Source: an optimization exercise on an open RTL-to-GDS flow (aim: small area, a short achievable clock period and few clock cycles per item). Production flows keep margins and buffers that such runs may drop.
In this exercise RTL edits were held to simulation tests only and were not proved equivalent to the original.

main:
==> flow/design.v (excerpt) <==
module lsuOutUnit #(
	parameter int NUM_LANES = 8
) (
	input logic clk,
	input logic reset,
	input logic reqValid_i,
	input logic [NUM_LANES-1:0] reqLaneMask_i,
	input logic [NUM_LANES*32-1:0] reqAddr_i,
	input logic [NUM_LANES*32-1:0] reqData_i,
	input logic [4:0] reqWarp_i,
	input logic [4:0] reqReg_i,
	input logic reqWrite_i,
	output logic lsuBusy_o,
	input logic memReady_i,
	output logic memReq_o,
	output logic [25:0] memAddr_o,
	output logic [63:0] memByteMask_o,
	output logic [511:0] memData_o,
	output logic [4:0] memWarp_o,
	output logic [4:0] memReg_o,
	output logic memWrite_o
);
==> module lsuOutUnit, before the edit <==
module lsuOutUnit #(
	parameter int NUM_LANES = 8
) (
	input logic clk,
	input logic reset,
	input logic reqValid_i,
	input logic [NUM_LANES-1:0] reqLaneMask_i,
	input logic [NUM_LANES*32-1:0] reqAddr_i,
	input logic [NUM_LANES*32-1:0] reqData_i,
	input logic [4:0] reqWarp_i,
	input logic [4:0] reqReg_i,
	input logic reqWrite_i,
	output logic lsuBusy_o,
	input logic memReady_i,
	output logic memReq_o,
	output logic [25:0] memAddr_o,
	output logic [63:0] memByteMask_o,
	output logic [511:0] memData_o,
	output logic [4:0] memWarp_o,
	output logic [4:0] memReg_o,
	output logic memWrite_o
);
	localparam int WORDS = lsuOutPkg::SEGMENT_WORDS;
	logic accept;
	logic [WORDS-1:0][NUM_LANES-1:0] hit;
	logic [WORDS-1:0][NUM_LANES-1:0] sel;
	logic [WORDS-1:0] wordValid;
	lsuOutPkg::segmentAddr_t segment;
	logic [WORDS-1:0][NUM_LANES-1:0] selQ;
	logic [WORDS-1:0] wordValidQ;
	logic [NUM_LANES-1:0][31:0] dataQ;
	assign lsuBusy_o = !memReady_i;
	assign accept = reqValid_i && memReady_i;
	always_comb begin
		for (int w = 0; w < WORDS; w++) begin
			for (int i = 0; i < NUM_LANES; i++) begin
				hit[w][i] = reqLaneMask_i[i]
					&& (reqAddr_i[32*i+lsuOutPkg::BYTE_OFFSET_WIDTH +: lsuOutPkg::WORD_INDEX_WIDTH] == w);
			end
		end
		for (int w = 0; w < WORDS; w++) begin
			wordValid[w] = |hit[w];
			for (int i = 0; i < NUM_LANES; i++) begin
				sel[w][i] = hit[w][i] && reqWrite_i;
				for (int j = i + 1; j < NUM_LANES; j++) begin
					if (hit[w][j]) sel[w][i] = 1'b0;
				end
			end
		end
	end
	always_comb begin
		segment = '0;
		for (int i = NUM_LANES - 1; i >= 0; i--) begin
			if (reqLaneMask_i[i]) begin
				segment = reqAddr_i[32*i+32-lsuOutPkg::SEGMENT_WIDTH +: lsuOutPkg::SEGMENT_WIDTH];
			end
		end
	end
	always_ff @(posedge clk) begin
		if (reset) begin
			memReq_o <= 1'b0;
		end else begin
			memReq_o <= accept && (|reqLaneMask_i);
		end
	end
	always_ff @(posedge clk) begin
		selQ <= sel;
		wordValidQ <= wordValid;
		dataQ <= reqData_i;
		memAddr_o <= segment;
		memWarp_o <= reqWarp_i;
		memReg_o <= reqReg_i;
		memWrite_o <= reqWrite_i;
	end
	always_comb begin
		for (int w = 0; w < WORDS; w++) begin
			memByteMask_o[w*lsuOutPkg::WORD_BYTES +: lsuOutPkg::WORD_BYTES] = {lsuOutPkg::WORD_BYTES{wordValidQ[w]}};
			memData_o[w*32 +: 32] = '0;
			for (int i = 0; i < NUM_LANES; i++) begin
				memData_o[w*32 +: 32] = memData_o[w*32 +: 32] | ({32{selQ[w][i]}} & dataQ[i]);
			end
		end
	end
endmodule
Settings: LEC_CHECK=0, CAP_MARGIN=20, CORE_MARGIN=2, CORE_UTILIZATION=40, SLEW_MARGIN=20; clock period 5.5 ns.
run.sh (not shown) runs the stock make flow with config.mk's settings and CLKGATE_MAP_FILE= SYNTH_SCRIPT=/design/flow/synth_recipe.tcl, a recipe that flattens the netlist after the stock synthesis.
main: it failed with a tool error in I/O pin placement, so there are no final results.
Testbench counts of main, summed over its fixed seeds: cycles 3,535, items 3,200.
Here is what was changed in the inputs of the feature branch compared with main.
==> flow/design.v, changed modules only <==
module lsuOutUnit #(
	parameter int NUM_LANES = 8
) (
	input logic clk,
	input logic reset,
	input logic reqValid_i,
	input logic [NUM_LANES-1:0] reqLaneMask_i,
	input logic [NUM_LANES*32-1:0] reqAddr_i,
	input logic [NUM_LANES*32-1:0] reqData_i,
	input logic [4:0] reqWarp_i,
	input logic [4:0] reqReg_i,
	input logic reqWrite_i,
	output logic lsuBusy_o,
	input logic memReady_i,
	output logic memReq_o,
	output logic [25:0] memAddr_o,
	output logic [63:0] memByteMask_o,
	output logic [511:0] memData_o,
	output logic [4:0] memWarp_o,
	output logic [4:0] memReg_o,
	output logic memWrite_o
);
	localparam int WORDS = lsuOutPkg::SEGMENT_WORDS;
	logic accept;
	logic pendQ;
	logic [WORDS-1:0][NUM_LANES-1:0] hit;
	logic [WORDS-1:0][NUM_LANES-1:0] sel;
	logic [WORDS-1:0] wordValid;
	lsuOutPkg::segmentAddr_t segment;
	logic [WORDS-1:0][NUM_LANES-1:0] selQ;
	logic [WORDS-1:0] wordValidQ;
	logic [NUM_LANES-1:0][31:0] dataQ;
	assign lsuBusy_o = pendQ;
	assign accept = reqValid_i && !pendQ;
	always_comb begin
		for (int w = 0; w < WORDS; w++) begin
			for (int i = 0; i < NUM_LANES; i++) begin
				hit[w][i] = reqLaneMask_i[i]
					&& (reqAddr_i[32*i+lsuOutPkg::BYTE_OFFSET_WIDTH +: lsuOutPkg::WORD_INDEX_WIDTH] == w);
			end
		end
		for (int w = 0; w < WORDS; w++) begin
			wordValid[w] = |hit[w];
			for (int i = 0; i < NUM_LANES; i++) begin
				sel[w][i] = hit[w][i] && reqWrite_i;
				for (int j = i + 1; j < NUM_LANES; j++) begin
					if (hit[w][j]) sel[w][i] = 1'b0;
				end
			end
		end
	end
	always_comb begin
		segment = '0;
		for (int i = NUM_LANES - 1; i >= 0; i--) begin
			if (reqLaneMask_i[i]) begin
				segment = reqAddr_i[32*i+32-lsuOutPkg::SEGMENT_WIDTH +: lsuOutPkg::SEGMENT_WIDTH];
			end
		end
	end
	always_ff @(posedge clk) begin
		if (reset) begin
			memReq_o <= 1'b0;
			pendQ <= 1'b0;
		end else if (pendQ) begin
			memReq_o <= memReady_i;
			pendQ <= !memReady_i;
		end else begin
			memReq_o <= accept && (|reqLaneMask_i) && memReady_i;
			pendQ <= accept && (|reqLaneMask_i) && !memReady_i;
		end
	end
	always_ff @(posedge clk) begin
		if (!pendQ) begin
			selQ <= sel;
			wordValidQ <= wordValid;
			dataQ <= reqData_i;
			memAddr_o <= segment;
			memWarp_o <= reqWarp_i;
			memReg_o <= reqReg_i;
			memWrite_o <= reqWrite_i;
		end
	end
	always_comb begin
		for (int w = 0; w < WORDS; w++) begin
			memByteMask_o[w*lsuOutPkg::WORD_BYTES +: lsuOutPkg::WORD_BYTES] = {lsuOutPkg::WORD_BYTES{wordValidQ[w]}};
			memData_o[w*32 +: 32] = '0;
			for (int i = 0; i < NUM_LANES; i++) begin
				memData_o[w*32 +: 32] = memData_o[w*32 +: 32] | ({32{selQ[w][i]}} & dataQ[i]);
			end
		end
	end
endmodule
Results
Looking at sequential share of the synthesized area across the feature branch and main, the one that comes out higher is the feature branch. Measured against main, the die extent in y of the feature branch comes out at 1.06 times the reference value. Share of the synthesized area in compound gates (AO/OA/AOI/OAI), the feature branch and main: lower on the feature branch. What ended main was a tool error in I/O pin placement; the run never finished. For the feature branch, the flow was terminated by a tool error in I/O pin placement and produced no final design. Measured against each other, the feature branch and main differ in number of unique standard cell types used by synthesis, the higher figure coming from main. Going from main to the feature branch, starting density of the core fell by 0.28 points; register bit total from synthesis has remained practically unchanged; synthesized net count went down 41; number of standard-cell rows in the floorplan picked up an extra 6.5%; post-synthesis cell count went down by 0.88%. Comparing the feature branch and main, the lower horizontal extent of the die was measured on main. Synthesized cell area went up by more than 10% going from main to the feature branch.
Testbench counts of the feature branch, summed over its fixed seeds: cycles 3,542, items 3,200.
